Context: an optimization exercise on an open-source flow, tuned for a short achievable clock period and few clock cycles. The choices shown serve that exercise and are no tape-out recipe. Where RTL was checked, it was by simulation tests only, not by an equivalence proof against the original.

Setup of alpha:
==> flow/design.v (excerpt) <==
module soc_top (
  input  logic              clock,
  input  logic              rst_n,
  input  logic              wb_cyc,
  input  logic              wb_stb,
  input  logic              wb_we,
  input  logic [ADDR_W-1:0] wb_adr,
  input  logic [DATA_W-1:0] wb_wdata,
  output logic [DATA_W-1:0] wb_rdata,
  output logic              wb_ack,
  output logic              wb_err,
  output logic              tx,
  input  logic              rx,
  output logic              irq
);
  logic              mem_we;
  logic [DATA_W-1:0] mem_rdata;
  logic              reg_wr;
  logic              reg_rd;
  logic [1:0]        reg_sel;
  logic [7:0]        reg_rdata;
  logic              tx_busy;
  bus_ctrl ctrl_i (
    .rst_n     (rst_n),
    .wb_cyc    (wb_cyc),
    .wb_stb    (wb_stb),
    .wb_we     (wb_we),
    .wb_adr    (wb_adr),
    .wb_rdata  (wb_rdata),
    .wb_ack    (wb_ack),
    .wb_err    (wb_err),
    .mem_we    (mem_we),
    .mem_rdata (mem_rdata),
    .reg_wr    (reg_wr),
    .reg_rd    (reg_rd),
    .reg_sel   (reg_sel),
    .reg_rdata (reg_rdata),
    .tx_busy   (tx_busy)
  );
  scratch_mem mem_i (
    .clock     (clock),
    .mem_we    (mem_we),
    .mem_addr  (wb_adr[MEM_AW+1:2]),
    .mem_wdata (wb_wdata),
    .mem_rdata (mem_rdata)
  );
  uart_mmio uart_i (
    .clock     (clock),
    .rst_n     (rst_n),
    .reg_wr    (reg_wr),
    .reg_rd    (reg_rd),
    .reg_sel   (reg_sel),
    .reg_wdata (wb_wdata),
    .reg_rdata (reg_rdata),
    .tx_busy   (tx_busy),
    .irq       (irq),
    .tx        (tx),
    .rx        (rx)
  );
endmodule
For scale: about 2100 flip-flops, roughly 90 I/O pins.
clock: 5.0 ns
lec_check: 0
cap_margin: 20
cell_pad_in_sites_detail_placement: 1
cell_pad_in_sites_global_placement: 1
core_margin: 2
core_utilization: 55
place_density: 0.65
setup_slack_margin: 1.2
slew_margin: 20
synth_memory_max_bits: 16384
run.sh (not shown) runs the stock make flow with config.mk's settings and CLKGATE_MAP_FILE= SYNTH_SCRIPT=/design/flow/synth_recipe.tcl, a recipe that flattens the netlist after the stock synthesis.
alpha completed; timing, DRC and antenna clean
Testbench counts of alpha, summed over its fixed seeds: cycles 4,800.
The following lists how beta was set up differently from alpha:
- PLACE_DENSITY: 0.65 -> 0.4
- SETUP_SLACK_MARGIN: 1.2 -> 2.0
- CELL_PAD_IN_SITES_GLOBAL_PLACEMENT: 1 -> 2
- CELL_PAD_IN_SITES_DETAIL_PLACEMENT: 1 -> 2
- CORE_UTILIZATION: 55 -> 30
[summary]
beta vs alpha — width of the chip rose 35%.
beta packs its core looser than alpha.
Compared with alpha, in beta number of non-clock buffers moved up; detailed-route vias per instance -about 23%.

the baseline:
soc_top, a different RTL version from the one above (not shown whole).
Size in the first run: roughly 3900 cells after synthesis, roughly 80000 um2 of cells after synthesis.
## soc_top
module soc_top (
  input  logic              clock,
  input  logic              rst_n,
  input  logic              wb_cyc,
  input  logic              wb_stb,
  input  logic              wb_we,
  input  logic [ADDR_W-1:0] wb_adr,
  input  logic [DATA_W-1:0] wb_wdata,
  output logic [DATA_W-1:0] wb_rdata,
  output logic              wb_ack,
  output logic              wb_err,
  output logic              tx,
  input  logic              rx,
  output logic              irq
);
clock: 5.0 ns
lec_check: 0
cap_margin: 20
cell_pad_in_sites_detail_placement: 2
cell_pad_in_sites_global_placement: 2
core_margin: 2
core_utilization: 30
place_density: 0.4
setup_slack_margin: 2.0
slew_margin: 20
synth_hierarchical: 1
synth_memory_max_bits: 16384
The baseline has completed all stages; timing, DRC and antenna checks passed.
## Diff of input files: the candidate against the baseline
Settings: CELL_PAD_IN_SITES_DETAIL_PLACEMENT: 2 -> 1; CORE_UTILIZATION: 30 -> 55; PLACE_DENSITY: 0.4 -> 0.65; SETUP_SLACK_MARGIN: 2.0 -> 1.2; CELL_PAD_IN_SITES_GLOBAL_PLACEMENT: 2 -> 1.
--- outcome ---
The candidate finished every stage and its layout cleared the timing, DRC and antenna checks. Launch point of the critical path = wb_adr[4]: the baseline; launch point of the critical path = wb_adr[5]: the candidate. Critical path depth in cells up 2 in the candidate wrt the baseline. In the flow results for the candidate and the baseline, the post-route clock period utilization is smaller on the baseline. Between the candidate and the baseline, it is the candidate whose met2 layer wire length in the routed design is lower, by about 20%.
No run of this note included a check of the RTL's function; only the layout flow was run.

## port drivers added, routing unchanged
In the flow no input, the clock included, has a driving cell. The finished layouts below were timed again as built, in two steps. Step 1, drivers: a clkbuf_16 drives clock and a buf_2 each remaining input, both assumed. Step 2 moves the port delays by t, midway between the first and last clock arrival at a register: inputs arrive t later, outputs are due t later. That takes back most of the time a late clock gives input paths. Slacks: ideal ports / drivers / drivers and shift; pairs: ideal ports / drivers.
run	shift t [ns]	setup slack, ns	slew at the worst register clock pin (ns)	pins driven straight from the clock port
alpha	0.905	0.658 / 0.339 / 0.339	0.07 / 0.07	1
beta	0.957	0.553 / 0.223 / 0.223	0.06 / 0.06	1
the baseline	0.959	0.397 / 0.358 / 0.358	0.06 / 0.06	1
the candidate	0.901	0.245 / 0.211 / 0.211	0.07 / 0.07	1
After both steps setup and hold are still met in every run listed. The setup slack of beta, which loses most, moves by -0.330 ns with the drivers and by -0.330 ns with both steps.
